This is an optimization exercise on Yosys and OpenROAD, whose aim is small area, a short achievable clock period and few clock cycles per item, not a production implementation. Function was checked by simulation only, so behaviour that the tests miss may differ from the original. No activity file was given, so power comes from the tool's default toggle rates.

==> flow/design.v <==
`timescale 1ns / 1ps
package lbed_pkg;
	localparam int STRIDE     = 16;
	localparam int MAX_GROUPS = 4096;
	localparam int SAMPLE_W = 16;
	localparam int TIME_W   = 48;
	localparam int LEVEL_W  = 20;
	localparam int IVL_W    = 16;
	localparam int CFG_W    = 20;
	localparam int CFG_IDX_W = 1;
	localparam int FILL_W = $clog2(STRIDE);
	localparam int SUM_W  = SAMPLE_W + FILL_W;
	localparam int CNT_W  = $clog2(MAX_GROUPS + 1);
	localparam int PROD_W = 2 * SUM_W - 1;
	localparam int ACC_W  = PROD_W + CNT_W - 1;
	localparam int SQ_W   = ACC_W + (ACC_W % 2);
	localparam int ROOT_W = SQ_W / 2;
	localparam int REM_W  = ROOT_W + 2;
	localparam int SUB_W  = (REM_W > CNT_W + 1) ? REM_W : CNT_W + 1;
	localparam int STEP_W = $clog2(SQ_W + 1);
	localparam logic [CFG_IDX_W-1:0] REG_RISE_THRESHOLD = 1'b0;
	localparam logic [CFG_IDX_W-1:0] REG_MIN_INTERVAL   = 1'b1;
	typedef struct packed {
		logic             start;
		logic [ACC_W-1:0] dividend;
		logic [CNT_W-1:0] divisor;
	} ds_req_t;
	typedef struct packed {
		logic              done;
		logic [ROOT_W-1:0] root;
	} ds_rsp_t;
endpackage
`timescale 1ns / 1ps
import lbed_pkg::*;
module lbed_divsqrt
(
	input  logic        clk,
	input  logic        load,
	input  logic        run,
	input  logic        phase,
	input  logic [50:0] dividend,
	input  logic [12:0] divisor,
	output logic [19:0] root,
	output logic        rbit
);
	logic [11:0] rem_q;    
	logic [38:0] num_q;    
	logic [1:0]  qb_q;     
	logic [20:0] srem_q;   
	logic [19:0] root_q;
	logic [13:0] dtry;
	logic        qbit;
	logic [22:0] sopa;
	logic [23:0] stry;
	logic        sbit;
	assign dtry = {1'b0, rem_q, num_q[38]} - {1'b0, divisor};
	assign qbit = ~dtry[13];
	assign sopa = {srem_q, qb_q};
	assign stry = {1'b0, sopa} - {2'b00, root_q, 2'b01};
	assign sbit = ~stry[23];
	always_ff @(posedge clk) begin
		if (load) begin
			rem_q <= dividend[50:39];
			num_q <= dividend[38:0];
			qb_q  <= '0;
		end else begin
			rem_q <= qbit ? dtry[11:0] : {rem_q[10:0], num_q[38]};
			num_q <= {num_q[37:0], 1'b0};
			qb_q  <= {qb_q[0], qbit};
		end
		if (load) begin
			srem_q <= '0;
			root_q <= '0;
		end else if (run && phase) begin
			srem_q <= sbit ? stry[20:0] : sopa[20:0];
			root_q <= {root_q[18:0], sbit};
		end
	end
	assign root = root_q;
	assign rbit = sbit;
endmodule
module lbed_rca #(
	parameter int W = 8
) (
	input  logic [W-1:0] a,
	input  logic [W-1:0] b,
	input  logic         ci,
	output logic [W-1:0] s,
	output logic         co
);
	logic [W:0] c;
	assign c[0] = ci;
	for (genvar i = 0; i < W; i++) begin : g_bit
		assign s[i]   = a[i] ^ b[i] ^ c[i];
		assign c[i+1] = (a[i] & b[i]) | (c[i] & (a[i] ^ b[i]));
	end
	assign co = c[W];
endmodule
`timescale 1ns / 1ps
import lbed_pkg::*;
module low_band_energy_beat_detector_core
(
	input  logic                 clk,
	input  logic                 arst_n,
	input  logic                 cfg_we,
	input  logic [lbed_pkg::CFG_IDX_W-1:0] cfg_index,
	input  logic [lbed_pkg::CFG_W-1:0]     cfg_wdata,
	input  logic                 s_tvalid,
	output logic                 s_tready,
	input  logic [63:0]          s_tdata,    
	input  logic                 s_tlast,    
	output logic                 m_tvalid,
	input  logic                 m_tready,
	output logic [23:0]          m_tdata,    
	output logic                 m_tuser     
);
	localparam logic [2:0] D_IDLE = 3'd0;
	localparam logic [2:0] D_WAIT = 3'd1;
	localparam logic [2:0] D_RUN  = 3'd2;
	localparam logic [2:0] D_OUT  = 3'd3;
	logic [19:0] thr_q;
	logic [15:0] ivl_q;
	logic [19:0] gs_q;
	logic [3:0]  fill_q;
	logic [12:0] cnt_q;
	logic [15:0] x_q;        
	logic        xv_q;       
	logic        xc_q;       
	logic        xl_q;       
	logic        held_q;
	logic        e_q;        
	logic        e_d;
	logic [3:0]  fill_d;
	logic        tl;
	logic        move_h;
	logic        move_e;
	logic        demp_q;     
	logic [47:0] ta_q;
	logic [50:0] acc_q;
	logic        rst_q;      
	logic [4:0]  acc_c_q;
	logic        mbusy_q;
	logic        own_q;      
	logic [3:0]  mstep_q;
	logic [19:0] mm_q;
	logic [19:0] mh_q;       
	logic [19:0] ml_q;
	logic        mneg_q;
	logic        mtwo_q;
	logic        mone_q;
	logic [2:0]  dst_q;
	logic [2:0]  dst_d;
	logic        held_d;
	logic        rdy_q;      
	logic        mv_q;       
	logic [5:0]  dc_q;
	logic [12:0] dn_q;
	logic [47:0] tq_q;
	logic [47:0] lb_q;
	logic [19:0] prev_q;     
	logic        hp_q;
	logic        beat_q;
	logic        valid_q;
	logic        gc_q;
	logic        gt_q;
	logic        gnz_q;
	logic        rpos_q;
	logic        rneg_q;
	logic        rd_q;
	logic [19:0] root;
	logic        sbit;
	logic        dfree;
	logic        accept;
	logic        take;
	logic        close;
	logic        move;
	logic        xfer;
	logic        mdone;
	logic        sstep;
	logic [19:0] new_sum;
	logic [12:0] cnt_inc;
	logic [21:0] ppx;
	logic [21:0] msum;
	logic [38:0] prod;
	logic [38:0] acc_sum;
	logic [5:0]  acc_co;
	logic [11:0] acc_inc;
	logic [47:0] el;
	logic [11:0] el_co;
	logic [3:0]  gtc;
	logic [7:0]  enz;
	logic        rise;
	logic        beat;
	logic        taken;
	logic [2:0]  rt0;       
	logic [2:0]  rt1;       
	logic        rpos_n, rneg_n, rd_n, rlast;
	assign dfree    = (dst_q == D_IDLE) || (dst_q == D_OUT && m_tready);
	assign s_tready = rdy_q;
	assign accept   = s_tvalid && s_tready;
	assign take     = !cnt_q[12] || held_q;
	assign close    = accept && take && (fill_q == 4'd15);
	assign move_h   = held_q && dfree;
	assign move_e   = !held_q && e_q && dfree;
	assign move     = move_h || move_e;
	assign tl       = accept && s_tlast;
	assign mdone    = mbusy_q && (mstep_q == 4'd15);
	assign xfer     = (dst_q == D_WAIT) && !own_q;
	assign fill_d   = tl ? 4'd0 : (accept && take) ? fill_q + 4'd1 : fill_q;
	assign new_sum  = gs_q + {{4{x_q[15]}}, x_q};
	assign cnt_inc  = cnt_q + 13'd1;
	always_ff @(posedge clk or negedge arst_n) begin
		if (!arst_n) begin
			thr_q <= '0;
			ivl_q <= '0;
		end else if (cfg_we) begin
			if (cfg_index[0])
				ivl_q <= cfg_wdata[15:0];
			else
				thr_q <= cfg_wdata;
		end else if (sstep) begin
			thr_q <= {thr_q[18:0], thr_q[19]};
		end
	end
	always_ff @(posedge clk or negedge arst_n) begin
		if (!arst_n) begin
			fill_q <= '0;
			cnt_q  <= '0;
			held_q <= 1'b0;
			e_q    <= 1'b0;
			xv_q   <= 1'b0;
			xc_q   <= 1'b0;
			xl_q   <= 1'b0;
		end else begin
			fill_q <= fill_d;
			if (move)
				cnt_q <= '0;
			else if (close)
				cnt_q <= cnt_inc;
			held_q <= held_d;
			e_q    <= e_d;
			xv_q <= accept && take;
			xc_q <= close;
			xl_q <= accept && s_tlast;
		end
	end
	always_ff @(posedge clk) begin
		x_q <= s_tdata[15:0];
		if (xc_q || xl_q || rst_q)
			gs_q <= '0;
		else if (xv_q)
			gs_q <= new_sum;
	end
	assign ppx  = mtwo_q ? {mm_q[19], mm_q, 1'b0} : mone_q ? {{2{mm_q[19]}}, mm_q} : 22'd0;
	assign msum = {{2{mh_q[19]}}, mh_q} + (ppx ^ {22{mneg_q}}) + {21'd0, mneg_q};
	always_ff @(posedge clk or negedge arst_n) begin
		if (!arst_n) begin
			mbusy_q <= 1'b0;
			own_q   <= 1'b0;
		end else begin
			if (xc_q)
				mbusy_q <= 1'b1;
			else if (mdone)
				mbusy_q <= 1'b0;
			if (move)
				own_q <= move_h && (xc_q || (mbusy_q && !mdone));
			else if (mdone)
				own_q <= 1'b0;
		end
	end
	always_ff @(posedge clk) begin
		if (xc_q) begin
			mstep_q <= '0;
			mm_q    <= new_sum;
			ml_q    <= new_sum;
			mh_q    <= '0;
		end else if (mbusy_q) begin
			mstep_q <= mstep_q + 4'd1;
			if (!mstep_q[3] || mstep_q[2:1] == 2'b00) begin
				mh_q   <= msum[21:2];
				ml_q   <= {msum[1:0], ml_q[19:2]};
			end
		end
		if (xc_q) begin
			mneg_q <= new_sum[1];
			mtwo_q <= new_sum[1] && !new_sum[0];
			mone_q <= new_sum[0];
		end else begin
			mneg_q <= ml_q[3] && !(ml_q[2] && ml_q[1]);
			mtwo_q <= (ml_q[3:2] == 2'b01 && ml_q[1]) || (ml_q[3:2] == 2'b10 && !ml_q[1]);
			mone_q <= ml_q[2] ^ ml_q[1];
		end
	end
	assign prod    = {mh_q[18:0], ml_q};
	for (genvar k = 0; k < 5; k++) begin : g_acc
		lbed_rca #(.W(7)) u_add (
			.a  (acc_q[7*k +: 7]),
			.b  (prod[7*k +: 7]),
			.ci ((k == 0) ? 1'b0 : acc_c_q[k-1]),
			.s  (acc_sum[7*k +: 7]),
			.co (acc_co[k])
		);
	end
	lbed_rca #(.W(4)) u_add_top (
		.a  (acc_q[38:35]),
		.b  (prod[38:35]),
		.ci (acc_c_q[4]),
		.s  (acc_sum[38:35]),
		.co (acc_co[5])
	);
	assign acc_inc = acc_q[50:39] + {11'd0, acc_co[5]};
	always_ff @(posedge clk or negedge arst_n) begin
		if (!arst_n)
			rst_q <= 1'b1;
		else
			rst_q <= 1'b0;
	end
	always_ff @(posedge clk or negedge arst_n) begin
		if (!arst_n) begin
			acc_q <= '0;
		end else if (xfer && !demp_q) begin
			acc_q <= '0;
		end else if (mbusy_q) begin
			unique case (mstep_q)
				4'd10: acc_q[6:0]   <= acc_sum[6:0];
				4'd11: acc_q[13:7]  <= acc_sum[13:7];
				4'd12: acc_q[20:14] <= acc_sum[20:14];
				4'd13: acc_q[27:21] <= acc_sum[27:21];
				4'd14: acc_q[34:28] <= acc_sum[34:28];
				4'd15: acc_q[50:35] <= {acc_inc, acc_sum[38:35]};
				default: ;
			endcase
		end
	end
	always_ff @(posedge clk) begin
		acc_c_q <= acc_co[4:0];
	end
	assign sstep = (dst_q == D_RUN) && dc_q[0];
	lbed_divsqrt u_divsqrt (
		.clk      (clk),
		.load     (xfer),
		.run      (dst_q == D_RUN),
		.phase    (dc_q[0]),
		.dividend (acc_q),
		.divisor  (dn_q),
		.root     (root),
		.rbit     (sbit)
	);
	assign rt0 = {rd_q, 1'b0} + 3'd2 - {2'b00, prev_q[19]} - {2'b00, thr_q[19]};
	assign rt1 = rt0 + 3'd1;
	assign rpos_n = sbit ? (rt1 >= 3'd4) : (rt0 >= 3'd4);
	assign rneg_n = sbit ? (rt1 < 3'd2)  : (rt0 < 3'd2);
	assign rd_n   = sbit ? (rt1 == 3'd3) : (rt0 == 3'd3);
	assign rlast  = sbit ? (rt1 >= 3'd3) : (rt0 >= 3'd3);
	always_ff @(posedge clk) begin
		if (xfer) begin
			rpos_q <= 1'b0;
			rneg_q <= 1'b0;
			rd_q   <= 1'b0;
		end else if (sstep && !rpos_q && !rneg_q) begin
			rpos_q <= rpos_n;
			rneg_q <= rneg_n;
			rd_q   <= rd_n;
		end
	end
	assign rise = rpos_q || (!rneg_q && rlast);
	for (genvar k = 0; k < 12; k++) begin : g_el
		lbed_rca #(.W(4)) u_sub (
			.a  (tq_q[4*k +: 4]),
			.b  (~lb_q[4*k +: 4]),
			.ci ((k == 0) ? 1'b1 : gc_q),
			.s  (el[4*k +: 4]),
			.co (el_co[k])
		);
	end
	always_comb begin
		for (int k = 0; k < 4; k++) begin
			logic g;
			g = (k == 0) ? 1'b0 : gt_q;
			for (int i = 4*k; i < 4*k+4; i++)
				g = (el[i] && !ivl_q[i]) || (!(el[i] ^ ivl_q[i]) && g);
			gtc[k] = g;
		end
		for (int k = 0; k < 8; k++)
			enz[k] = (el[16+4*k +: 4] != 4'd0);
	end
	always_ff @(posedge clk) begin
		if (dst_q == D_RUN && dc_q[5:4] == 2'd0 && dc_q[3:2] != 2'd3) begin
			gc_q <= el_co[dc_q[3:0]];
			if (dc_q[3:2] == 2'd0)
				gt_q <= gtc[dc_q[1:0]];
			if (dc_q[3:0] == 4'd0)
				gnz_q <= 1'b0;
			else if (dc_q[3:2] != 2'd0)
				gnz_q <= gnz_q || enz[dc_q[3:0] - 4'd4];
		end
	end
	assign beat = hp_q && rise && (gt_q || gnz_q);
	assign taken = (dst_q == D_OUT) && m_tready;
	always_ff @(posedge clk or negedge arst_n) begin
		if (!arst_n) begin
			dst_q   <= D_IDLE;
			rdy_q   <= 1'b1;
			mv_q    <= 1'b0;
			hp_q    <= 1'b0;
			lb_q    <= '0;
		end else begin
			if (taken && beat_q)
				lb_q <= tq_q;
			if (taken && valid_q)
				hp_q <= 1'b1;
			dst_q <= dst_d;
			rdy_q <= !e_d && (!held_d || fill_d != 4'd15);
			mv_q  <= (dst_d == D_OUT);
		end
	end
	always_comb begin
		dst_d = dst_q;
		unique case (dst_q)
			D_IDLE: if (move) dst_d = D_WAIT;
			D_WAIT: if (!own_q) dst_d = (dn_q == '0) ? D_OUT : D_RUN;
			D_RUN:  if (dc_q == 6'd39) dst_d = D_OUT;
			D_OUT:  if (m_tready) dst_d = move ? D_WAIT : D_IDLE;
			default: dst_d = D_IDLE;
		endcase
		held_d = held_q ? !move_h : tl;
		e_d    = move_e ? 1'b0 : (e_q || (tl && held_q));
	end
	always_ff @(posedge clk) begin
		dc_q <= (dst_q == D_RUN) ? dc_q + 6'd1 : 6'd0;
		if (tl && !held_q)
			ta_q <= s_tdata[63:16];
		if (move_h)
			tq_q <= ta_q;
		if (move) begin
			dn_q   <= move_h ? cnt_q : 13'd0;
			demp_q <= move_e;
		end
		if (xfer) begin
			valid_q <= (dn_q != '0);
			beat_q  <= 1'b0;
		end else if (dst_q == D_RUN && dc_q == 6'd39) begin
			beat_q  <= beat;
		end
		if (taken && valid_q)
			prev_q <= root;
		else if (sstep)
			prev_q <= {prev_q[18:0], 1'b0};
	end
	assign m_tvalid = mv_q;
	assign m_tdata  = {3'b000, root, beat_q};
	assign m_tuser  = valid_q;
endmodule
==> flow/flow/run.sh <==
#!/bin/bash
# Standard layout (the standard.sh, unchanged synthesis) with two changes: a larger setup
# repair margin, so that repair_timing works the paths down to about 3.1 ns, and the smallest
# plain buffer (buf_1) for the port buffers that global placement puts on every input and
# output. All of make's output (every ORFS step, OpenROAD and Yosys) goes to flow_make.log
# here; ORFS also keeps its per-step logs under orfs/logs.
set -euo pipefail
bash standard.sh "BUFFER_PORTS_ARGS=-buffer_cell sky130_fd_sc_hd__buf_1" SETUP_SLACK_MARGIN=5.9 finish > flow_make.log 2>&1
==> flow/standard.sh <==
#!/bin/bash
# synth_recipe.tcl (not shown) runs the flow's synth.tcl, then flattens the netlist and writes it again
# the make line also repeats each setting of config.mk as NAME=value (left out here)
make -C /OpenROAD-flow-scripts/flow DESIGN_CONFIG=/design/flow/config.mk WORK_HOME=/design/flow/orfs CLKGATE_MAP_FILE= SYNTH_SCRIPT=/design/flow/synth_recipe.tcl "${@:-finish}"
==> flow/config.mk <==
export PLATFORM = sky130hd
export DESIGN_NAME = low_band_energy_beat_detector_core
export DESIGN_NICKNAME = low_band_energy_beat_detector_core
export VERILOG_FILES = /design/flow/design.v
export SDC_FILE = /design/flow/constraint.sdc
export NUM_CORES = 4
export LEC_CHECK = 0
export CAP_MARGIN = 5
export CORE_MARGIN = 2
export CORE_UTILIZATION = 55
export CTS_CLUSTER_DIAMETER = 80
export CTS_CLUSTER_SIZE = 30
export PLACE_DENSITY = 0.7
export SLEW_MARGIN = 5
==> flow/constraint.sdc <==
create_clock -name core_clock -period 9.0 [get_ports {clk}]
set_input_delay 1.8000 -clock core_clock [delete_from_list [all_inputs] [get_ports {clk}]]
set_output_delay 1.8000 -clock core_clock [all_outputs]
set_load 0.01 [all_outputs]
==> results of run 1 <==
-- per-stage QoR --
stage / util, % / setup WS, ns
floorplan: - / 5.90
global placement: 57.7 / 4.84
detailed placement: 57.7 / 4.53
CTS: 61.1 / 5.84
global route: 61.6 / 5.66
finish: 61.6 / 5.83
-- flip-flops by register name (all words and copies together), names as in the netlist, 20 cells and up --
signal,flops
thr_q,20
u_divsqrt.root_q,20
tq_q,48
u_divsqrt.num_q,39
prev_q,20
mh_q,20
ml_q,20
lb_q,48
ta_q,48
acc_q,51
gs_q,20
mm_q,20
u_divsqrt.srem_q,21
-- logic make-up (layout without fill, tap and decap cells) --
family	after synthesis	after routing	synth area share, %
other	1	5	0.0149
XOR/XNOR	100	100	3.49
buffers and inverters	315	432	4.94
adder cells (fa/ha/maj)	196	196	12.4
AND/OR/NAND/NOR	631	632	11.1
multiplexers	145	145	6.20
AO/OA/AOI/OAI	441	444	10.7
flip-flops	512	512	51.1
-- routing by layer --
| layer | track usage [%] | vias up |
|---|---|---|
| met3 | 2.04 | 80 |
| met1 | 29.9 | 8135 |
| met5 | 0 | - |
| li1 | - | 8186 |
| met2 | 36.9 | 268 |
| met4 | 5.59 | 0 |
-- timing repair --
item | in CTS | in global routing
setup endpoints to repair | 133 | 119
setup buffers | 16 | 13
resized for setup | 65 | 35
pin swaps | 25 | 25
hold buffers | 0 | 0
gates cloned | 3 | 1
-- critical path: stages, from the launching register on --
cell and delay, ns:
edfxtp_1 0.40, buf_4 0.17, fa_1 0.38, fa_2 0.35
fa_2 0.34, fa_1 0.48, ha_1 0.31, a211oi_2 0.24
a21oi_1 0.06, a21o_1 0.19
-- cell type report --
| class | instances | share of cell area [%] |
|---|---|---|
| Multi-Input combinational cell | 1522 | 41.2 |
| Sequential cell | 512 | 46.1 |
| Timing Repair Buffer | 155 | 2.85 |
| Tap cell | 600 | 2.70 |
| Inverter | 221 | 2.99 |
| Clock buffer | 32 | 2.84 |
| Clock inverter | 24 | 1.31 |
-- worst max-delay path by stage --
stage	startpoint	to	cells past startpoint	slack (ns)
3_3_place_gp	m_tready	cnt_q[11]	9	4.84
5_1_grt	gc_q	gnz_q	15	5.66
6_report	gc_q	gt_q	9	5.83
3_5_place_dp	mtwo_q	mh_q[14]	14	4.53
4_1_cts	acc_q[7]	acc_q[13]	11	5.84
2_1_floorplan	m_tready	cnt_q[11]	8	5.90
-- where the power goes --
group	total, W	internal (W)	switching, W	leakage, nW
Sequential	0.00290	0.00270	0.000197	5.22
Combinational	0.00285	0.00132	0.00154	5.72
Clock	0.00167	0.000746	0.000921	0.560
-- Yosys cell counts (all sizes together), types with 20 or more instances --
cell      n
nand4    20
ha      107
nand2   291
dfrtp   164
nand3    30
clkbuf   74
o21ai   159
mux2i    87
edfxtp  174
fa       89
xor2     36
inv     221
nor2    159
xnor2    64
mux2     55
a211oi   30
and3     28
dfxtp   172
buf      20
a21oi   126
==> summary.md, run 1 <==
The flow ran to the end and the layout has no timing, DRC or antenna violations. In this run, synthesis produced a sequential element count of 512. For the worst-skew pair, the clock arrives at the later sink with an insertion delay of 0.62 ns.

Summing all multi-input logic gate instances after layout gives 0.0115 sq mm. A synthesized cell averages 10.7 sq um. The worst endpoint data arrival time came out at 3.54 ns. For the total length of routed wires, the log shows 50.4 mm. After clock tree synthesis, the clock-pin slew on the worst setup and hold paths is 0.11 ns. The leakage power came out at 11.5 nW. The logs give 17,100 for the number of global-route vias before repair and 55.6% for the starting density of the core. Cells with a size suffix above 1 make up 10.7% of the layout.

Detailed routing placed a total of 1.42 mm of wire on met3. For the headroom to the max-slew limit, the log shows 30.0%. Endpoint kind of the worst setup timing path: a flop.

In this run the count of I/O pins placed on the die edge is 118. The tools report the endpoint of the lowest-slack register-to-register path as gt_q. The cell area after technology mapping is 0.0251 sq mm. The max-capacitance violation count is 0.

The core region is 0.0452 sq mm. The highest metal layer with signal wires was met4. For the pin with the worst max-slew slack, the measured transition is 1.04 ns.

The quantity of I/O buffers inserted on ports is 114. For the worst flop-to-flop path, the logic depth is 9. In the finished design, the share of the clock period the worst path needs comes to 35.2%.

The initialized floorplan defines 78 standard-cell rows. STA puts the critical path data required time at 9.37 ns. Class of the most critical setup path: flop to flop. The fill cell total of the finished layout was 3,623; the worst hold margin was 0.404 ns. From synthesis to final layout, the design area changed by 10.8%.

Slack of the worst reg-to-reg path: 5.83 ns. The logs give 0 for the total count of hold-check failures in the final report and 0.0217 ns for the final worst clock skew. The worst register-to-register path begins at gc_q. Cell count of the worst hold path: 0. After detailed routing, the number of remaining DRC violations is 0. Once layout is complete, the cells apart from fillers number 3,066. The first detailed-routing pass ran for 6 iterations. Setup repair after global routing could not meet its margin everywhere. In the detailed route, the total length drawn on met2 is 24.4 mm. The total cell area at the placement stage is 0.0261 sq mm, and the global-route wire length before repair is 84.3 mm.

Counting flops with a built-in enable in the synthesized netlist gives 174. The clock net in this run drives a total of 512 sinks. Antenna cell count: 0. In the synthesized netlist the dominant register cell turns out to be edfxtp_1. In the layout the commonest cells are nand2_1, inv_1, edfxtp_1. Overall power consumption after layout is estimated at 0.00742 W.

The wire-length estimate of the detail-placed layout is 34.5 mm. Timing would allow up to 316 MHz. For this block, the initial DRC count from the detailed router was 1,190. Of all cell types, the one taking the most synthesized area is edfxtp_1. The total grt overflow came out at 0. The fraction of synthesized cell area taken by the top area cell type is 20.8%, and the number of clock buffers inserted by TritonCTS is 30. Routability-driven placement finished with a final weighted congestion of 0.876.

After routing the design area is 0.0278 sq mm. Sequential cell area in the final layout: 0.0128 sq mm. The hold path endpoint was tq_q[33]. The number of antenna violations at the first check in global routing was 0; the final antenna-violating net count was 0. The clock period minus worst slack came out at 3.17 ns. The count of nets after finishing was 2,729.

STA classifies the critical path startpoint as a flop. The die is 218 um wide. The number of vias per cell is 5.44. The number of max-slew violations in the final report is 0, and the level count of the clock H-tree is 1. Setup violations remaining at the end of the flow were counted as 0. The die is 218 um tall.

The netlist uses 81 different library cells. The total negative setup slack was 0 ns; the routed length per placed instance was 16.4 um. The die area is 0.0474 sq mm, and the largest vdd supply drop is 323 uV.

Share of flip-flops with an asynchronous set or reset after synthesis: 32.4%. Counting every instance in the synthesized netlist gives 2,341. Worst hold path startpoint: ta_q[33]. The tools report the post-synthesis sequential area ratio as 51.1%. In the global route stage, overall resource usage came out at 21.7%. Along the worst path, the maximum fanout reaches 3. In this run the power density over the cells is 266 mW/mm^2. For the number of vias in the routed layout, the log shows 16,700. Leaving out fill and tap cells, the most frequent cell in the layout is nand2_1. Sorting the synthesized cells by area gives the leading types as edfxtp_1, dfrtp_1, dfxtp_1. The number of warnings reported in the yosys synthesis log was 2. The cell sitting at the root of the clock tree is a clkbuf_16. The maximum number of pins on one net before global-route repair came out at 97. Worst hold path class: flop to flop. For this block, wires on met1 add up to 23.3 mm. For the number of cells in the design after placement, the log shows 2,977. No sink is reached through more buffers than the 3 on the longest clock path.

TritonCTS built the clock tree.
Testbench counts, summed over its fixed seeds: cycles 69,432, items 68,461.
==> inputs of run 2 (changes only) <==
--- a/flow/config.mk
+++ b/flow/config.mk
@@ -10,4 +10,5 @@
 export CORE_UTILIZATION = 55
-export CTS_CLUSTER_DIAMETER = 80
-export CTS_CLUSTER_SIZE = 30
+export CTS_BUF_LIST = sky130_fd_sc_hd__clkbuf_8 sky130_fd_sc_hd__clkbuf_16
+export CTS_CLUSTER_DIAMETER = 60
+export CTS_CLUSTER_SIZE = 24
 export PLACE_DENSITY = 0.7
==> summary.md, run 2 <==
The run finished with no timing, DRC or antenna violations. For the cell area after technology mapping, the log shows 0.0251 sq mm (unchanged). By area the synthesized netlist is led by edfxtp_1, dfrtp_1, dfxtp_1. Counting flops per register, the top entry is acc_q. The cell type with the largest total area after synthesis is edfxtp_1. The logs give 0 (unchanged) for the number of max-slew violations in the final report and 85.4 mm (+1.4%) for the global-route wire length before repair. The post-route clock period utilization came out at 35.2% (+0.050 points). The share of flip-flops with an asynchronous set or reset after synthesis was 32.4% (unchanged); the count of distinct cell types in the synthesized netlist was 81 (unchanged). Number of warnings reported in the yosys synthesis log: 2 (unchanged). The worst setup path is launched from a flop. The run gives 0.00778 W (+4.9%) as the power consumption. The starting DRC count in detailed routing was 1,224 (+2.9%).

The count of nets after finishing was 2,742 (+0.48%); the number of global-route vias before repair was 17,200 (+0.89%). The total grt overflow is 0 (unchanged), and the level count of the clock H-tree is 2 (+1). The dominant synthesized flop cell is edfxtp_1.

The final antenna-violating net count is 0 (unchanged). Leaving out fill and tap cells, the most frequent cells in the layout are nand2_1, inv_1, edfxtp_1. The logs give 78 (unchanged) for the floorplan row count and 0.876 (unchanged) for the final weighted congestion in routability-driven placement.

The maximum clock path buffer count is 3 (unchanged), and the number of synthesized register bits is 512 (unchanged). The met1 track demand over resource is 30.0% (+0.081 points), and the maximum number of pins on one net before global-route repair is 97 (unchanged). The tools report the power share of the sequential group as 37.2% (-1.9 points). The number of flops mapped to enable cells by yosys was 174 (unchanged). Among all cell types in the netlist, the one instantiated most often is nand2_1. The clock period minus worst slack is 3.17 ns (+0.00446 ns). The tools report the final worst clock skew as 0.0254 ns (+0.00370 ns). The worst-path maximum fanout was 3 (unchanged). The root buffer cell chosen for the clock tree is clkbuf_16. The post-synthesis cell count was 2,341 (unchanged); the worst hold margin was 0.419 ns (+0.0153 ns).

Commonest non-fill, non-tap cell in the layout: nand2_1. The clock latency on the worst-skew pair was 0.60 ns (-0.02 ns); the routed length per placed instance was 16.6 um (+0.96%). The tools report the total global-route track usage as 22.2% (+0.54 points).

The number of primary I/O pins is 118 (unchanged). The antenna cell count was 0 (unchanged). Max-capacitance violation count: 0 (unchanged). The total half-perimeter wirelength after legalization and detailed placement is 34.5 mm (unchanged), and the headroom to the max-slew limit is 28.8% (-1.2 points).

The tightest min-delay check is of the flop to flop type. For the utilization of the core after routing, the log shows 62.4% (+0.83 points). The power density over cell area was 276 mW/mm^2 (+3.5%); the leakage power was 11.7 nW (+1.8%).

The logs give 55.6% (unchanged) for the starting density of the core and 9.35 ns (-0.02 ns) for the required time at the worst-slack endpoint. The proportion of layout cells with a drive suffix above 1 was 11.3% (+0.59 points); the first-pass iteration count of the detailed router was 5 (-1). The class of the most critical setup path is flop to flop.

For the met2 track demand over resource, the log shows 37.3% (+0.42 points). The area growth from synthesis to layout was 12.3%; the number of buffers inserted for hold repair after clock tree synthesis was 0 (unchanged). Mean instance size in the synthesized netlist: 10.7 sq um (unchanged).

The switching power share of the total was 34.5% (-1.3 points); the number of vias in the routed layout was 16,700 (+0.37%). The worst endpoint data arrival time came out at 3.52 ns (-0.02 ns). The fraction of synthesized cell area taken by the top area cell type is 20.8% (unchanged).

Setup repair after global routing could not meet its margin everywhere. For the largest vdd supply drop, the log shows 358 uV (+11%). The total negative setup slack came out at 0 ns (unchanged). The number of vias per cell is 5.42 (-0.35%), and the fmax is 315 MHz (-0.14%).

The logs give 25.2% (+2.7 points) for the fraction of power consumed by the clock network and 37.5% (-1.0 points) for the combinational fraction of design power. The horizontal die dimension is 218 um (unchanged), and the number of clock buffers inserted by TritonCTS is 41 (+37%). The global-route track usage on met3 was 2.73% (+0.70 points); the transition time of the tightest slew-check pin was 1.06 ns (+0.0175 ns). The logs give 0 (unchanged) for the total count of hold-check failures in the final report and 2,977 (unchanged) for the number of cells in the design after placement. The vertical extent of the die was 218 um (unchanged); the total length of routed wires was 51.2 mm (+1.7%).

For the die area, the log shows 0.0474 sq mm (unchanged). Number of setup violations in the final report: 0 (unchanged). Counting instances in the post-synthesis netlist gives the leading cell types as nand2_1, inv_1, edfxtp_1. The placeable core region was 0.0452 sq mm (unchanged); the clock sink count was 512 (unchanged).

The busiest metal layer after global routing is met2. The number of antenna violations at the first check in global routing was 0 (unchanged). The register clock-pin slew on the reported worst setup and hold paths works out to 0.08 ns (-0.03 ns).

The quantity of I/O buffers inserted on ports works out to 114 (unchanged). The endpoint kind of the worst setup timing path was a flop. The number of flip-flops in the largest register was 51 (unchanged). The run gives 0.00509 W (+6.9%) as the internal portion of total power. The post-synthesis sequential area ratio came out at 51.1% (unchanged).

TritonCTS built the clock tree. The post-detailed-route DRC marker count came out at 0 (unchanged). The run gives 0.00269 W (+1.2%) as the switching power of the nets.

Post-route non-filler standard cell count: 3,088 (+0.72%).
==> run 2: area by class of cell <==
type                            count  area, sq um
Clock inverter                     28          343
Tap cell                          600          751
Timing Repair Buffer              157          825
Inverter                          221          833
Sequential cell                   512        12800
Fill cell                        3583        17000
Clock buffer                       48         1140
Multi-Input combinational cell   1522        11500
==> run 2: path summary, 6_finish.rpt <==
check,startpoint,endpoint,slack [ns],cells after the start
worst max-delay path,gc_q,gt_q,5.83,9
worst min register to register,ta_q[45],tq_q[45],0.42,0
worst min-delay path,ta_q[45],tq_q[45],0.42,0
worst max register to register,gc_q,gt_q,5.83,9
max in group asynchronous,arst_n,xc_q,6.58,2
min in group asynchronous,arst_n,lb_q[35],1.09,1
==> run 2: through the flow <==
stage / worst slack (ns) / instance area [sq um]
floorplan: 5.90 / 25200
global placement: 4.84 / 26100
detailed placement: 4.53 / 26100
CTS: 5.83 / 27900
global route: 5.67 / 28200
finish: 5.83 / 28200
==> run 2: kinds of logic after synthesis <==
group                    count (synthesis)  synth area share (%)
AO/OA/AOI/OAI                          441                  10.7
XOR/XNOR                               100                  3.49
adder cells (fa/ha/maj)                196                  12.4
buffers and inverters                  315                  4.94
flip-flops                             512                  51.1
multiplexers                           145                  6.20
other                                    1                0.0149
AND/OR/NAND/NOR                        631                  11.1
==> run 2: power groups by stage <==
stage                     Combinational [W]  Clock [W]  Sequential (W)
final                               0.00292    0.00196         0.00290
after global routing                0.00322    0.00210         0.00293
after CTS                           0.00271    0.00201         0.00290
after detailed placement            0.00252          0         0.00294
after global placement              0.00244          0         0.00293
after floorplan                     0.00216          0         0.00287
==> run 2: critical path, stage by stage, from the launching register on <==
cell and delay [ns]:
edfxtp_1 0.41, buf_4 0.18, fa_1 0.38, fa_2 0.35, fa_2 0.35, fa_1 0.59, ha_1 0.24, a21oi_1 0.12
a211oi_1 0.09, a21o_1 0.20
==> run 2: metal layers <==
layer | routed length, um | share of wire (%) | vias up
met4 | 1140 | 2.2 | 0
li1 | - | - | 8235
met3 | 1690 | 3.3 | 85
met5 | 0 | 0 | -
met1 | 23500 | 46 | 8142
met2 | 24900 | 49 | 268
==> run 2: what timing repair did <==
action                     4_1_cts  5_1_grt
setup endpoints to repair      149      141
pin swaps                       23       31
buffers inserted                13       18
hold endpoints to repair         0        0
gates cloned                     3        1
gates resized for setup         64       39
==> inputs of run 3 (changes only) <==
==> flow/flow/run.sh (replaced) <==
#!/bin/bash
# Standard layout (the standard.sh, unchanged synthesis) with two changes: a larger setup
# repair margin, so that repair_timing works the paths down to about 2.8 ns, and the smallest
# plain buffer (buf_1) for the port buffers that global placement puts on every input and
# output. All of make's output (every ORFS step, OpenROAD and Yosys) goes to flow_make.log
# here; ORFS also keeps its per-step logs under orfs/logs.
set -euo pipefail
bash standard.sh "BUFFER_PORTS_ARGS=-buffer_cell sky130_fd_sc_hd__buf_1" SETUP_SLACK_MARGIN=6.2 finish > flow_make.log 2>&1
--- a/flow/config.mk
+++ b/flow/config.mk
@@ -10,5 +10,4 @@
 export CORE_UTILIZATION = 55
-export CTS_BUF_LIST = sky130_fd_sc_hd__clkbuf_8 sky130_fd_sc_hd__clkbuf_16
-export CTS_CLUSTER_DIAMETER = 60
-export CTS_CLUSTER_SIZE = 24
+export CTS_CLUSTER_DIAMETER = 80
+export CTS_CLUSTER_SIZE = 30
 export PLACE_DENSITY = 0.7
==> summary.md, run 3 <==
The cell area after technology mapping is 0.0251 sq mm (unchanged), and the horizontal die dimension is 218 um (unchanged). The run gives 85.7 mm (+0.28%) as the global-route wire length before repair. Counting instances in the post-synthesis netlist gives the leading cell types as nand2_1, inv_1, edfxtp_1. The tools report the fill cell total of the finished layout as 3,511 (-2.0%). The logs give 99 (+2.1%) for the maximum number of pins on one net before global-route repair and 12.1 nW (+3.2%) for the leakage power. Leaving out fill and tap cells, the most frequent cells in the layout are nand2_1, inv_1, edfxtp_1. Share of the synthesized netlist area taken by xor and xnor gates: 3.49% (unchanged). Leaving out fill and tap cells, the most frequent cell in the layout is nand2_1. The largest vdd supply drop was 281 uV (-22%).

By area the synthesized netlist is led by edfxtp_1, dfrtp_1, dfxtp_1. The flow ran to the end and the layout has no timing, DRC or antenna violations. Total half-perimeter wirelength after legalization and detailed placement: 34.6 mm (+0.11%). The area used by multi-input combinational logic is 0.0120 sq mm (+4.3%), and the number of antenna violations at the first check in global routing is 0 (unchanged). The total length of routed wires was 53.0 mm (+3.5%). The post-synthesis share of cell area spent on full adders, half adders and majority gates was 12.4% (unchanged); the antenna cell count was 0 (unchanged).

The number of flip-flops in the largest register came out at 51 (unchanged). The most used flip-flop cell after synthesis is edfxtp_1. The synthesized-area fraction occupied by and/or/nand/nor cells was 11.1% (unchanged); the transition time of the tightest slew-check pin was 1.07 ns (+0.0112 ns). The count of buffer and inverter cells on the critical path was 3 (+2); the first-pass iteration count of the detailed router was 5 (unchanged). For the starting density of the core, the log shows 55.6% (unchanged). In this design, the critical path's most frequently occurring cell is fa_2. The floorplan row count came out at 78 (unchanged). The number of synthesized register bits works out to 512 (unchanged). The clock latency on the worst-skew pair was 0.62 ns (+0.02 ns); the clock period minus worst slack was 3.12 ns (-0.0510 ns).

The logs give 0.868 (-0.92%) for the final weighted congestion in routability-driven placement and 81 (unchanged) for the count of distinct cell types in the synthesized netlist. The worst-path maximum fanout was 2 (-1); the number of warnings reported in the yosys synthesis log was 2 (unchanged). The longest individual stage delay on the worst path is 0.43 ns (-0.16 ns). The final antenna-violating net count was 0 (unchanged); the fraction of synthesized cell area taken by the top area cell type was 20.8% (unchanged). STA classifies the critical path endpoint as a flop.

For the starting DRC count in detailed routing, the log shows 1,047 (-14%). The headroom to the max-slew limit was 28.2% (-0.55 points); the maximum clock path buffer count was 3 (unchanged). The number of setup violations in the final report came out at 0 (unchanged).

The logs give 17,400 (+1.0%) for the number of global-route vias before repair and 321 MHz (+1.6%) for the fmax. The post-synthesis sequential area ratio was 51.1% (unchanged). The placeable core region is 0.0452 sq mm (unchanged), and the sequential cell area in the final layout is 0.0129 sq mm (+0.28%).

The max-capacitance violation count was 0 (unchanged); the quantity of I/O buffers inserted on ports was 114 (unchanged). The number of clock buffers inserted by TritonCTS is 28 (-32%), and the required time at the worst-slack endpoint is 9.53 ns (+0.18 ns). The worst hold path class is flop to flop.

Among all stages on the critical path, the largest delay is contributed by edfxtp_1. The tools report the total negative setup slack as 0 ns (unchanged). The share of flip-flops with an asynchronous set or reset after synthesis is 32.4% (unchanged). In the post-synthesis netlist, the cell with the most instances is nand2_1. The number of vias per cell works out to 5.50 (+1.5%). The run gives 0 (unchanged) as the total count of hold-check failures in the final report. The vertical extent of the die was 218 um (unchanged). Setup repair after global routing could not meet its margin everywhere. The largest register by flop count was acc_q. The cell type with the largest total area after synthesis is edfxtp_1. The number of vias in the routed layout is 17,300 (+3.5%). The post-route clock period utilization is 34.7% (-0.57 points), and the mean instance size in the synthesized netlist is 10.7 sq um (unchanged). For the number of primary I/O pins, the log shows 118 (unchanged).

The cell sitting at the root of the clock tree is a clkbuf_16. The proportion of layout cells with a drive suffix above 1 was 19.0% (+7.7 points). The cell type group with the largest total delay on the critical path was adder cells.

The run gives 0 (unchanged) as the post-detailed-route DRC marker count. The post-synthesis compound-gate area fraction works out to 10.7% (unchanged). Final worst clock skew: 0.0285 ns (+0.00316 ns). The tools report the type of element launching the critical path as a flop.

The power consumption was 0.00771 W (-0.91%); the count of nets after finishing was 2,816 (+2.7%). The clock sink count was 512 (unchanged); the multiplexer fraction of the synthesized cell area was 6.20% (unchanged). TritonCTS built the clock tree. The power density over cell area is 264 mW/mm^2 (-4.1%).

Relative to the synthesized area, the layout overhead comes to 16.1%. The number of max-slew violations in the final report was 0 (unchanged); the total global-route track usage was 22.1% (-0.11 points). The number of flops mapped to enable cells by yosys came out at 174 (unchanged). The number of buffers inserted for hold repair after clock tree synthesis came out at 0 (unchanged).

The tools report the worst endpoint data arrival time as 3.65 ns (+0.13 ns). Total grt overflow: 0 (unchanged). For the post-synthesis cell count, the log shows 2,341 (unchanged). The routed length per placed instance is 16.8 um (+1.5%).

The logs give 0.0474 sq mm (unchanged) for the die area and 1 (-1) for the level count of the clock H-tree. The register clock-pin slew on the reported worst setup and hold paths works out to 0.11 ns (+0.03 ns). Walking the worst path, the cells encountered are fa_2 > fa_2 > inv_2 > fa_2 > fa_1 > inv_1 > fa_2 > fa_2 > inv_2 > fa_1 > a211oi_2.

The worst hold margin came out at 0.416 ns (-0.00302 ns). The setup path with the least slack is of type flop to flop. The main combinational cell family by area after synthesis is adder cells.
run 3: logic make-up after synthesis:
| family | after synthesis |
|---|---|
| AND/OR/NAND/NOR | 631 |
| flip-flops | 512 |
| AO/OA/AOI/OAI | 441 |
| buffers and inverters | 315 |
| adder cells (fa/ha/maj) | 196 |
| multiplexers | 145 |
| XOR/XNOR | 100 |
| other | 1 |
run 3: through the flow:
stage | cell area, sq um | utilization, % | cells | setup slack (ns)
2_1_floorplan | 25400 | - | 2345 | 5.95
3_5_place_dp | 26200 | 58.0 | 2976 | 4.71
6_report | 29100 | 64.5 | 3150 | 5.88
5_1_grt | 29100 | 64.5 | 3150 | 5.79
4_1_cts | 28300 | 62.6 | 3097 | 5.86
3_3_place_gp | 26200 | 58.0 | 2976 | 4.77
run 3: worst paths after layout:
path	from	end	slack (ns)	depth (start not counted)
min in group asynchronous	arst_n	lb_q[25]	1.18	1
worst max register to register	ml_q[14]	acc_q[20]	5.88	11
worst min register to register	u_divsqrt.num_q[34]	u_divsqrt.num_q[35]	0.42	2
worst min-delay path	u_divsqrt.num_q[34]	u_divsqrt.num_q[35]	0.42	2
max in group asynchronous	arst_n	mv_q	6.47	2
worst max-delay path	ml_q[14]	acc_q[20]	5.88	11
run 3: power breakdown:
group	internal, W	switching (W)	total, W
sequential	0.00270	0.000202	0.00290
clock	0.000639	0.000874	0.00151
combinational	0.00155	0.00174	0.00329
run 3: area by class of cell:
cell class,instances,share of cell area (%)
clock inverters,21,1.05
well taps,600,2.58
clock buffers,30,2.43
inverters,221,2.88
flip-flops and latches,512,44.2
multi-input cells,1525,41.1
repair buffers,241,5.82
run 3: worst reg2reg max path, cell delays in order, from the launching register on:
cell      delay (ns)
edfxtp_1        0.43
fa_2            0.39
fa_2            0.34
inv_2           0.07
fa_2            0.20
fa_1            0.17
inv_1           0.05
fa_2            0.34
fa_2            0.37
inv_2           0.07
fa_1            0.43
a211oi_2        0.18
run 3: per-layer routing:
| layer | vias to the layer above | track usage, % | wire length (um) |
|---|---|---|---|
| li1 | 8383 | - | - |
| met1 | 8518 | 29.7 | 23700 |
| met3 | 80 | 2.18 | 1740 |
| met5 | - | 0 | 0 |
| met4 | 0 | 5.02 | 1080 |
| met2 | 339 | 38.8 | 26400 |
run 3: what timing repair did:
action                                  in CTS  in global routing
pin swaps                                   50                 92
endpoints found under the setup margin     252                151
gates cloned                                 5                  4
setup buffers                               65                 49
resized for setup                          144                112
==> inputs of run 4 (changes only) <==
--- a/flow/design.v
+++ b/flow/design.v
@@ -42,2 +42,3 @@
 	input  logic [12:0] divisor,
+	input  logic [4:0]  sdone,    
 	output logic [19:0] root,
@@ -50,2 +51,3 @@
 	logic [19:0] root_q;
+	logic [19:0] rpart;    
 	logic [13:0] dtry;
@@ -58,3 +60,6 @@
 	assign sopa = {srem_q, qb_q};
-	assign stry = {1'b0, sopa} - {2'b00, root_q, 2'b01};
+	for (genvar i = 0; i < 20; i++) begin : g_mask
+		assign rpart[i] = root_q[i] && (5'(i) < sdone);
+	end
+	assign stry = {1'b0, sopa} - {2'b00, rpart, 2'b01};
 	assign sbit = ~stry[23];
@@ -72,3 +77,2 @@
 			srem_q <= '0;
-			root_q <= '0;
 		end else if (run && phase) begin
@@ -159,3 +163,2 @@
 	logic [47:0] lb_q;
-	logic [19:0] prev_q;     
 	logic        hp_q;
@@ -345,2 +348,3 @@
 		.divisor  (dn_q),
+		.sdone    (dc_q[5:1]),
 		.root     (root),
@@ -348,3 +352,3 @@
 	);
-	assign rt0 = {rd_q, 1'b0} + 3'd2 - {2'b00, prev_q[19]} - {2'b00, thr_q[19]};
+	assign rt0 = {rd_q, 1'b0} + 3'd2 - {2'b00, root[19]} - {2'b00, thr_q[19]};
 	assign rt1 = rt0 + 3'd1;
@@ -444,9 +448,5 @@
 		end
-		if (taken && valid_q)
-			prev_q <= root;
-		else if (sstep)
-			prev_q <= {prev_q[18:0], 1'b0};
 	end
 	assign m_tvalid = mv_q;
-	assign m_tdata  = {3'b000, root, beat_q};
+	assign m_tdata  = {3'b000, root & {20{valid_q}}, beat_q};
 	assign m_tuser  = valid_q;
==> flow/flow/run.sh (replaced) <==
#!/bin/bash
# Standard layout (the standard.sh, unchanged synthesis) with two changes: a larger setup
# repair margin, so that repair_timing works the paths down to about 3.1 ns, and the smallest
# plain buffer (buf_1) for the port buffers that global placement puts on every input and
# output. All of make's output (every ORFS step, OpenROAD and Yosys) goes to flow_make.log
# here; ORFS also keeps its per-step logs under orfs/logs.
set -euo pipefail
bash standard.sh "BUFFER_PORTS_ARGS=-buffer_cell sky130_fd_sc_hd__buf_1" SETUP_SLACK_MARGIN=5.9 finish > flow_make.log 2>&1
==> summary.md, run 4 <==
The flow ran to the end and the layout has no timing, DRC or antenna violations. The worst-path maximum fanout is 11 (+9). Yosys instantiated no cell more often than nand2_1.

The area growth from synthesis to layout came out at 12.5%. For the number of warnings reported in the yosys synthesis log, the log shows 2 (unchanged). The power consumption is 0.00757 W (-1.8%).

The required time at the worst-slack endpoint was 7.20 ns (-2.33 ns); the max-capacitance violation count was 0 (unchanged). The fmax came out at 304 MHz (-5.0%). The number of flip-flops in the largest register was 51 (unchanged). More flip-flops sit in one register than any other, and that register is acc_q.

The count of distinct cell types in the synthesized netlist is 84 (+3.7%), and the maximum clock path buffer count is 3 (unchanged). The class of the most critical setup path was flop to primary output. Post-detailed-route DRC marker count: 0 (unchanged). The vertical extent of the die works out to 215 um (-1.2%).

The internal portion of total power was 0.00477 W (-2.5%). TritonCTS built the clock tree. The number of vias per cell came out at 5.46 (-0.78%). The worst hold path startpoint was ta_q[19].

In this run the worst hold path is classified as flop to flop. The cell type with the largest total area after synthesis is edfxtp_1. For the fraction of power consumed by the clock network, the log shows 19.5% (about the same).

For the clock latency on the worst-skew pair, the log shows 0.60 ns (-0.02 ns). The logs give 0 (unchanged) for the antenna cell count and 55.5% (-0.059 points) for the starting density of the core. Maximum number of pins on one net before global-route repair: 86 (-13%).

For the count of nets after finishing, the log shows 2,712 (-3.7%). The number of setup violations in the final report was 0 (unchanged); the die area was 0.0462 sq mm (-2.4%). For the combinational fraction of design power, the log shows 43.2% (+0.5 points). The tools report the clock root buffer master as clkbuf_16. The post-synthesis sequential area ratio is 50.7% (-0.35 points), and the least setup slack across all paths after layout is 5.72 ns (-0.165 ns). The quantity of I/O buffers inserted on ports came out at 114 (unchanged). The number of flops mapped to enable cells by yosys came out at 174 (unchanged). STA classifies the critical path startpoint as a flop. For the total negative setup slack, the log shows 0 ns (unchanged). The tools report the final worst clock skew as 0.0252 ns (-0.00332 ns).

The commonest cells after synthesis are nand2_1, inv_1, o21ai_0. The tools report the level count of the clock H-tree as 1 (unchanged). The fill cell total of the finished layout is 3,595 (+2.4%), and the pre-CTS setup slack is 4.65 ns (-0.0609 ns). The run gives 0.875 (+0.85%) as the final weighted congestion in routability-driven placement.

First-pass iteration count of the detailed router: 8 (+3). For the final antenna-violating net count, the log shows 0 (unchanged). The mean instance size in the synthesized netlist was 10.7 sq um (-0.50%). The tools report the leakage power as 11.6 nW (-4.2%). The run gives 0.0245 sq mm (-2.5%) as the cell area after technology mapping.

The run gives 77 (-1.3%) as the floorplan row count. Total count of hold-check failures in the final report: 0 (unchanged). The headroom to the max-slew limit was 30.7% (+2.4 points); the global-route wire length before repair was 84.6 mm (-1.3%). The run gives 0 (unchanged) as the number of antenna violations at the first check in global routing. The clock sink count came out at 492 (-3.9%).

The run gives 118 (unchanged) as the number of primary I/O pins. The horizontal die dimension was 215 um (-1.2%); the worst endpoint data arrival time was 1.48 ns (-2.17 ns). The number of vias in the routed layout is 16,600 (-4.3%). The placeable core region is 0.0441 sq mm (-2.3%), and the starting DRC count in detailed routing is 1,210 (+16%). The share of flip-flops with an asynchronous set or reset after synthesis works out to 33.7% (+1.3 points).

The tools report the total grt overflow as 0 (unchanged). The tools report the source of the worst register-to-register timing path as gc_q. The proportion of layout cells with a drive suffix above 1 works out to 13.7% (-5.3 points). The endpoint kind of the worst setup timing path was a primary output. The commonest non-fill, non-tap cell in the layout is nand2_1.

The register clock-pin slew on the reported worst setup and hold paths was 0.10 ns (about the same); the transition time of the tightest slew-check pin was 1.04 ns (-0.0283 ns). Largest vdd supply drop: 229 uV (-18%). The critical path launch point was valid_q. The post-route clock period utilization was 36.5% (+1.8 points). The total global-route track usage came out at 22.3% (+0.26 points). In the layout the commonest cells are nand2_1, inv_1, edfxtp_1. For this run, the leading register cell type out of synthesis is edfxtp_1. The number of synthesized register bits was 492 (-3.9%); the number of clock buffers inserted by TritonCTS was 27 (-3.6%). Switching power share of the total: 37.0% (+0.43 points).

The routed length per placed instance came out at 17.3 um (+2.8%). By area the synthesized netlist is led by edfxtp_1, dfrtp_1, dfxtp_1. The logs give 35.9 mm (+3.9%) for the total half-perimeter wirelength after legalization and detailed placement and 37.3% (-0.3 points) for the power share of the sequential group. The fraction of synthesized cell area taken by the top area cell type was 21.3% (+0.52 points); the number of max-slew violations in the final report was 0 (unchanged). For the number of global-route vias before repair, the log shows 16,400 (-5.6%). Setup repair after global routing could not meet its margin everywhere.

The power density over cell area came out at 275 mW/mm^2 (+3.8%). The total length of routed wires is 52.5 mm (-0.88%). The switching power of the nets is 0.00280 W (-0.67%). The clock period minus worst slack was 3.28 ns (+0.165 ns). The post-synthesis cell count is 2,295 (-2.0%).
[run 4: kinds of logic after synthesis]
group / share of synthesized area [%]
other: 0.0153
buffers and inverters: 4.64
adders and majority gates: 12.7
muxes: 4.75
and+or+nand+nor: 11.7
DFF: 50.7
AOI/OAI and AO/OA: 11.6
xor gates and xnor gates: 3.90
[run 4: timing repair]
action                                  4_1_cts  5_1_grt
cloned                                        0        3
endpoints found under the setup margin      107      150
pin swaps                                    17       50
hold endpoints to repair                      0        0
hold buffers                                  0        0
resized for setup                            87       89
buffers inserted                             23       39
[run 4: metrics by stage]
| stage | cell area [sq um] | util, % | hold WS, ns | cells |
|---|---|---|---|---|
| final | 27600 | 62.5 | 0.418 | 3038 |
| after global routing | 27600 | 62.5 | 0.424 | 3038 |
| after CTS | 26900 | 61.0 | 0.416 | 2996 |
| after detailed placement | 25500 | 57.7 | 0.405 | 2923 |
| after global placement | 25500 | 57.7 | 0.401 | 2923 |
| after floorplan | 24600 | - | 0.399 | 2299 |
[run 4: worst max-delay path, stage by stage (launching register included)]
cell and delay, ns:
edfxtp_1 0.43, buf_6 0.17, and2_1 0.16, buf_1 0.12
[run 4: area by class of cell]
class                           count  area, sq um  area share, %
Clock inverter                     21          283           1.03
Multi-Input combinational cell   1510        11500           41.8
Sequential cell                   492        12500           45.2
Tap cell                          592          741           2.69
Clock buffer                       29          683           2.48
Timing Repair Buffer              191         1110           4.03
Inverter                          203          762           2.76
[run 4: power groups by stage]
| stage | Sequential (W) | Clock (W) | Combinational [W] |
|---|---|---|---|
| finish | 0.00282 | 0.00148 | 0.00327 |
| global route | 0.00285 | 0.00159 | 0.00362 |
| CTS | 0.00281 | 0.00151 | 0.00284 |
| detailed placement | 0.00286 | 0 | 0.00259 |
| global placement | 0.00286 | 0 | 0.00253 |
| floorplan | 0.00278 | 0 | 0.00207 |
[run 4: worst paths after layout]
path | endpoint | slack (ns) | cells past startpoint
setup / recovery | m_tdata[14] | 5.72 | 3
hold / removal | tq_q[19] | 0.42 | 0
setup reg to reg | gt_q | 5.84 | 13
hold reg to reg | tq_q[19] | 0.42 | 0
max in group asynchronous | lb_q[27] | 6.59 | 2
min in group asynchronous | acc_q[11] | 1.09 | 1
[run 4: layer usage]
metal	global-route usage (%)	routed length (um)	vias up
li1	-	-	8116
met1	31.7	24100	8078
met2	37.4	25400	307
met3	2.53	2080	73
met4	4.80	983	0
met5	0	0	-
Testbench counts of run 4, summed over its fixed seeds: cycles 69,432, items 68,461.
==> inputs of run 5 (changes only) <==
--- a/flow/design.v
+++ b/flow/design.v
@@ -166,2 +166,3 @@
 	logic        valid_q;
+	logic        lvl_q;
 	logic        gc_q;
@@ -434,2 +435,3 @@
 		dc_q <= (dst_q == D_RUN) ? dc_q + 6'd1 : 6'd0;
+		lvl_q <= move ? (move_h && cnt_q != '0) : (dn_q != '0);
 		if (tl && !held_q)
@@ -450,3 +452,3 @@
 	assign m_tvalid = mv_q;
-	assign m_tdata  = {3'b000, root & {20{valid_q}}, beat_q};
+	assign m_tdata  = {3'b000, root & {20{lvl_q}}, beat_q};
 	assign m_tuser  = valid_q;
==> summary.md, run 5 <==
The fraction of synthesized cell area taken by the top area cell type works out to 21.2% (-0.11 points). The logs give 1.42 ns (-0.06 ns) for the worst endpoint data arrival time and 2,737 (+0.92%) for the count of nets after finishing. The most common cell in the synthesized netlist is nand2_1. Post-detailed-route DRC marker count: 0 (unchanged). For the post-synthesis cell count, the log shows 2,332 (+1.6%). Max-capacitance violation count: 0 (unchanged). For the number of max-slew violations in the final report, the log shows 0 (unchanged). The worst hold path class is flop to flop.

The clock root buffer master is clkbuf_16. The largest vdd supply drop is 197 uV (-14%), and the number of flops mapped to enable cells by yosys is 174 (unchanged). Register clock-pin slew on the reported worst setup and hold paths: 0.11 ns (about the same).

The number of cells in the design after placement was 2,954 (+1.1%); the clock period minus worst slack was 3.22 ns (-0.0664 ns). The die area was 0.0465 sq mm (+0.52%); the share of flip-flops with an asynchronous set or reset after synthesis was 33.7% (-0.068 points). The run finished with no timing, DRC or antenna violations.

The starting DRC count in detailed routing was 1,034 (-15%); the number of vias per cell was 5.48 (+0.52%). The tools report the area used by multi-input combinational logic as 0.0116 sq mm (+0.30%). For this run, the leading register cell type out of synthesis is edfxtp_1. The tools report the antenna cell count as 0 (unchanged). The number of primary I/O pins is 118 (unchanged), and the number of buffers inserted for hold repair after clock tree synthesis is 0 (unchanged). The cell with the largest stage delay on the worst path is edfxtp_1.

The kind of cell with the highest combined delay along the critical path is flip-flops. The post-synthesis sequential area ratio is 50.5% (-0.18 points). Number of warnings reported in the yosys synthesis log: 2 (unchanged).

The global-route wire length before repair came out at 85.0 mm (+0.50%). Commonest non-fill, non-tap cell in the layout: nand2_1. For the number of global-route vias before repair, the log shows 16,500 (+0.54%).

The tools report the clock latency on the worst-skew pair as 0.59 ns (about the same). In the layout the commonest cells are nand2_1, inv_1, edfxtp_1. The proportion of layout cells with a drive suffix above 1 came out at 13.9% (+0.20 points). The total count of hold-check failures in the final report was 0 (unchanged); the number of clock buffers inserted by TritonCTS was 26 (-3.7%). For the placeable core region, the log shows 0.0442 sq mm (+0.22%).

The routed length per placed instance is 17.3 um (+0.21%), and the total negative setup slack is 0 ns (unchanged). The leakage power was 11.8 nW (+1.7%). The number of flip-flops in the largest register works out to 51 (unchanged).

The count of buffer and inverter cells on the critical path came out at 1 (-1). The tools report the count of distinct cell types in the synthesized netlist as 75 (-11%). Setup repair after global routing could not meet its margin everywhere. The logs give 3 (unchanged) for the maximum clock path buffer count and 22.5% (+0.13 points) for the total global-route track usage. TritonCTS built the clock tree. The fmax was 311 MHz (+2.1%); the floorplan row count was 77 (unchanged). The number of synthesized register bits works out to 493 (+0.20%). The headroom to the max-slew limit was 18.2% (-12 points). The final worst clock skew was 0.0313 ns (+0.00611 ns); the horizontal die dimension was 216 um (+0.26%). The final weighted congestion in routability-driven placement was 0.899 (+2.7%); the first-pass iteration count of the detailed router was 5 (-3). Number of antenna violations at the first check in global routing: 0 (unchanged). By area the synthesized netlist is led by edfxtp_1, dfrtp_1, dfxtp_1. The level count of the clock H-tree is 1 (unchanged). Summed over all instances, the cell type with the most area after synthesis is edfxtp_1. STA classifies the critical path startpoint as a flop. The area growth from synthesis to layout is 12.3%, and the post-route clock period utilization is 35.8% (-0.74 points). The total length of routed wires was 53.0 mm (+0.97%); the clock sink count was 493 (+0.20%). The tools report the sequential cell area in the final layout as 0.0125 sq mm (+0.20%). The transition time of the tightest slew-check pin works out to 1.23 ns (+0.187 ns).

The post-route non-filler standard cell count came out at 3,061 (+0.76%). The number of setup violations in the final report was 0 (unchanged); the cell area after technology mapping was 0.0246 sq mm (+0.53%). After synthesis, the most frequently instantiated cells are nand2_1, inv_1, edfxtp_1. The tools report the total grt overflow as 0 (unchanged). For the maximum number of pins on one net before global-route repair, the log shows 78 (-9.3%). Ranked by flip-flop count, first place goes to acc_q. The required time at the worst-slack endpoint was 7.20 ns (about the same).

By startpoint and endpoint, the worst setup path is classified as flop to primary output. For the starting density of the core, the log shows 55.7% (+0.17 points). Total half-perimeter wirelength after legalization and detailed placement: 36.6 mm (+1.9%). The number of vias in the routed layout is 16,800 (+1.3%), and the worst-path maximum fanout is 3 (-8). STA classifies the critical path endpoint as a primary output.

The tools report the final antenna-violating net count as 0 (unchanged). Utilization of the core after routing: 62.5% (+0.070 points). The power density over cell area was 265 mW/mm^2 (-3.3%); the vertical extent of the die was 216 um (+0.26%). The fill cell total of the finished layout is 3,477 (-3.3%), and the longest individual stage delay on the worst path is 0.50 ns (+0.07 ns). The critical path goes through and2_1 > clkbuf_2. The mean instance size in the synthesized netlist is 10.6 sq um (-1.1%), and the quantity of I/O buffers inserted on ports is 114 (unchanged).
[run 5: per-stage QoR]
stage	hold slack (ns)	power [W]	instance area (sq um)	setup slack [ns]
2_1_floorplan	0.399	0.00479	24700	5.90
3_3_place_gp	0.403	0.00530	25600	4.73
3_5_place_dp	0.405	0.00536	25600	4.48
4_1_cts	0.430	0.00707	27100	5.76
5_1_grt	0.435	0.00778	27700	5.74
6_report	0.423	0.00734	27700	5.78
[run 5: kinds of logic after synthesis]
logic type,synth area share (%)
XOR/XNOR,3.49
adder cells (fa/ha/maj),12.7
multiplexers,4.77
flip-flops,50.5
AND/OR/NAND/NOR,12.1
AO/OA/AOI/OAI,11.7
buffers and inverters,4.69
other,0.0152
[run 5: area by class of cell]
| cell class | instances | share of cell area (%) |
|---|---|---|
| clock buffers | 27 | 2.44 |
| clock inverters | 21 | 1.15 |
| inverters | 202 | 2.79 |
| multi-input cells | 1543 | 41.8 |
| flip-flops and latches | 493 | 45.1 |
| well taps | 592 | 2.68 |
| repair buffers | 182 | 3.97 |
| repair inverters | 1 | 0.0317 |
[run 5: worst paths after layout]
check                      cells past startpoint         end                start  slack (ns)
setup / recovery                               2  m_tdata[1]  u_divsqrt.root_q[0]        5.78
hold / removal                                 0     tq_q[7]              ta_q[7]        0.42
max in group asynchronous                      2   acc_q[20]               arst_n        6.56
setup reg to reg                              14       gnz_q                 gc_q        5.86
hold reg to reg                                0     tq_q[7]              ta_q[7]        0.42
min in group asynchronous                      1   thr_q[16]               arst_n        1.10
[run 5: per-layer routing]
layer	global-route usage (%)	vias to the layer above	share of wire [%]
met1	32.4	8217	46
li1	-	8187	-
met3	2.04	69	3.1
met4	6.02	0	2.3
met2	36.8	314	48
met5	0	-	0
[run 5: where the power goes]
| part | total [W] | internal (W) | switching (W) |
|---|---|---|---|
| Clock | 0.00150 | 0.000683 | 0.000812 |
| Sequential | 0.00284 | 0.00262 | 0.000221 |
| Combinational | 0.00300 | 0.00129 | 0.00171 |
| Total | 0.00734 | 0.00459 | 0.00275 |
[run 5: repair_timing]
action / in CTS / in global routing
setup buffers: 28 / 28
cloned: 2 / 1
setup endpoints to repair: 173 / 89
pin swaps: 11 / 46
gates resized for setup: 71 / 130
endpoints found under the hold margin: 0 / 0
Testbench counts of run 5, summed over its fixed seeds: cycles 69,432, items 68,461.
==> inputs of run 6 (changes only) <==
--- a/flow/design.v
+++ b/flow/design.v
@@ -165,3 +165,2 @@
 	logic        beat_q;
-	logic        valid_q;
 	logic        lvl_q;
@@ -392,13 +391,10 @@
 	always_ff @(posedge clk) begin
-		if (dst_q == D_RUN && dc_q[5:4] == 2'd0 && dc_q[3:2] != 2'd3) begin
-			gc_q <= el_co[dc_q[3:0]];
-			if (dc_q[3:2] == 2'd0)
-				gt_q <= gtc[dc_q[1:0]];
-			if (dc_q[3:0] == 4'd0)
-				gnz_q <= 1'b0;
-			else if (dc_q[3:2] != 2'd0)
-				gnz_q <= gnz_q || enz[dc_q[3:0] - 4'd4];
-		end
+		gc_q <= (dc_q < 6'd12) ? el_co[dc_q[3:0]] : 1'b0;
+		gt_q <= gtc[dc_q[1:0]];
+		if (dc_q == 6'd4)
+			gnz_q <= gt_q || enz[0];
+		else
+			gnz_q <= gnz_q || (dc_q >= 6'd5 && dc_q < 6'd12 && enz[dc_q[2:0] - 3'd4]);
 	end
-	assign beat = hp_q && rise && (gt_q || gnz_q);
+	assign beat = hp_q && rise && gnz_q;
 	assign taken = (dst_q == D_OUT) && m_tready;
@@ -414,3 +410,3 @@
 				lb_q <= tq_q;
-			if (taken && valid_q)
+			if (taken && lvl_q)
 				hp_q <= 1'b1;
@@ -445,3 +441,2 @@
 		if (xfer) begin
-			valid_q <= (dn_q != '0);
 			beat_q  <= 1'b0;
@@ -453,3 +448,3 @@
 	assign m_tdata  = {3'b000, root & {20{lvl_q}}, beat_q};
-	assign m_tuser  = valid_q;
+	assign m_tuser  = lvl_q;
 endmodule
==> summary.md, run 6 <==
The fraction of synthesized cell area taken by the top area cell type was 20.6% (-0.62 points). The leakage power was 11.5 nW (-2.1%). The worst-path maximum fanout is 11 (+8), and the placeable core region is 0.0443 sq mm (+0.22%). STA classifies the critical path endpoint as a primary output. The cell count of the worst hold path was 0 (unchanged); the maximum number of pins on one net before global-route repair was 85 (+9.0%). The fmax was 309 MHz (-0.49%). Number of antenna violations at the first check in global routing: 1 (+1). For this design, the slowest cell found on the critical path is dfxtp_4.

The number of flip-flops in the largest register was 51 (unchanged). Dominant synthesized flop cell: edfxtp_1. Walking the worst path, the cells encountered are buf_8 > and2_1 > clkbuf_2. The area growth from synthesis to layout works out to 13.0%.

The mean instance size in the synthesized netlist came out at 10.8 sq um (+1.9%). The headroom to the max-slew limit was 37.1% (+19 points); the level count of the clock H-tree was 1 (unchanged). The number of vias in the routed layout is 17,000 (+1.1%).

Cell area after technology mapping: 0.0248 sq mm (+0.64%). The run gives 22.4% (-0.095 points) as the total global-route track usage. In the layout the commonest cells are nand2_1, inv_1, edfxtp_1. The proportion of layout cells with a drive suffix above 1 came out at 14.9% (+1.0 points).

Setup repair after global routing could not meet its margin everywhere. The power density over cell area is 273 mW/mm^2 (+2.9%), and the horizontal die dimension is 216 um (+0.31%). The number of warnings reported in the yosys synthesis log is 2 (unchanged). The library cell used most frequently in the layout, excluding fill and tap cells, is nand2_1.

The clock period minus worst slack is 3.23 ns (+0.0159 ns), and the first-pass iteration count of the detailed router is 5 (unchanged). Largest vdd supply drop: 300 uV (+52%). Starting DRC count in detailed routing: 1,308 (+26%).

The count of distinct cell types in the synthesized netlist was 81 (+8.0%). The final antenna-violating net count is 0 (unchanged), and the number of flops mapped to enable cells by yosys is 170 (-2.3%). The quantity of I/O buffers inserted on ports was 114 (unchanged). The count of nets after finishing is 2,729 (-0.29%). Of all cell types, the one taking the most synthesized area is edfxtp_1. For the total grt overflow, the log shows 0 (unchanged). The worst hold path class was flop to flop. The longest individual stage delay on the worst path works out to 0.43 ns (-0.07 ns). The flow ran to the end and the layout has no timing, DRC or antenna violations.

nand2_1 is the most common cell in the netlist. The tools report the starting density of the core as 55.9% (+0.23 points). In this run the clock root is driven by a clkbuf_16. The number of buffers inserted for hold repair after clock tree synthesis was 0 (unchanged); the register clock-pin slew on the reported worst setup and hold paths was 0.11 ns (about the same). The vertical extent of the die is 216 um (+0.31%), and the total negative setup slack is 0 ns (unchanged).

Post-route non-filler standard cell count: 3,056 (-0.16%).
==> run 6: changes by cell type after synthesis, moves of 11 or more <==
cell | before | now
nand2_1 | 310 | 257
o21ai_0 | 155 | 131
a21o_1 | 39 | 18
mux2_2 | 47 | 63
and2_1 | 35 | 50
and3_1 | 32 | 19
mux2i_1 | 55 | 68
clkbuf_1 | 84 | 73
==> run 6: routing by layer <==
layer | track usage (%) | wire length [um] | vias to the layer above
li1 | - | - | 8209
met1 | 30.3 | 23700 | 8312
met2 | 37.7 | 25700 | 375
met3 | 3.13 | 2420 | 82
met4 | 6.60 | 1210 | 0
met5 | 0 | 0 | -
==> run 6: final cells by class <==
type                    instances  area (sq um)
repair buffers                196          1180
multi-input cells            1519         11800
clock buffers                  30           708
clock inverters                22           348
well taps                     592           741
flip-flops and latches        492         12400
inverters                     203           778
fillers                      3553         16300
repair inverters                1          7.51
diodes                          1          2.50
==> run 6: timing repair <==
action / CTS / global route
gates cloned: 1 / 1
pin swaps: 16 / 37
resized for setup: 86 / 103
setup endpoints to repair: 168 / 164
buffers inserted: 35 / 34
==> run 6: metrics by stage <==
stage / cell area, sq um / worst slack, ns / hold WS [ns]
floorplan: 24900 / 5.76 / 0.399
global placement: 25700 / 4.87 / 0.403
detailed placement: 25700 / 4.80 / 0.405
CTS: 27300 / 5.74 / 0.422
global route: 28000 / 5.70 / 0.436
finish: 28000 / 5.77 / 0.422
==> run 6: power breakdown <==
part	switching, W	total, W	internal (W)	leakage, nW
clock network	0.000872	0.00155	0.000673	0.499
registers	0.000215	0.00283	0.00262	5.07
logic	0.00175	0.00327	0.00152	5.95
==> run 6: cell families after synthesis <==
| logic type | count (synthesis) | synth area share (%) |
|---|---|---|
| other | 1 | 0.0151 |
| adders and majority gates | 197 | 12.6 |
| buffers and inverters | 296 | 4.64 |
| xor gates and xnor gates | 98 | 3.46 |
| DFF | 492 | 50.0 |
| and+or+nand+nor | 632 | 11.9 |
| muxes | 135 | 5.97 |
| AOI/OAI and AO/OA | 452 | 11.4 |
==> run 6: worst max-delay path by stage <==
stage              from          end  slack [ns]  depth (start not counted)
2_1_floorplan  m_tready      tq_q[0]        5.76                          3
3_3_place_gp   m_tready     tq_q[42]        4.87                          4
3_5_place_dp   m_tready     tq_q[26]        4.80                          4
4_1_cts            gc_q        gnz_q        5.74                         13
5_1_grt           lvl_q  m_tdata[16]        5.70                          3
6_report          lvl_q  m_tdata[16]        5.77                          3
Testbench counts of run 6, summed over its fixed seeds: cycles 69,432, items 68,461.

Re-timed with assumed drivers on the ports (clkbuf_16 on the clock, buf_2 on other inputs), run 6 has 5.707 ns of setup slack against 5.766 ns with ideal ports, and 5.416 ns once port delays also move by the mid clock arrival of 0.664 ns.
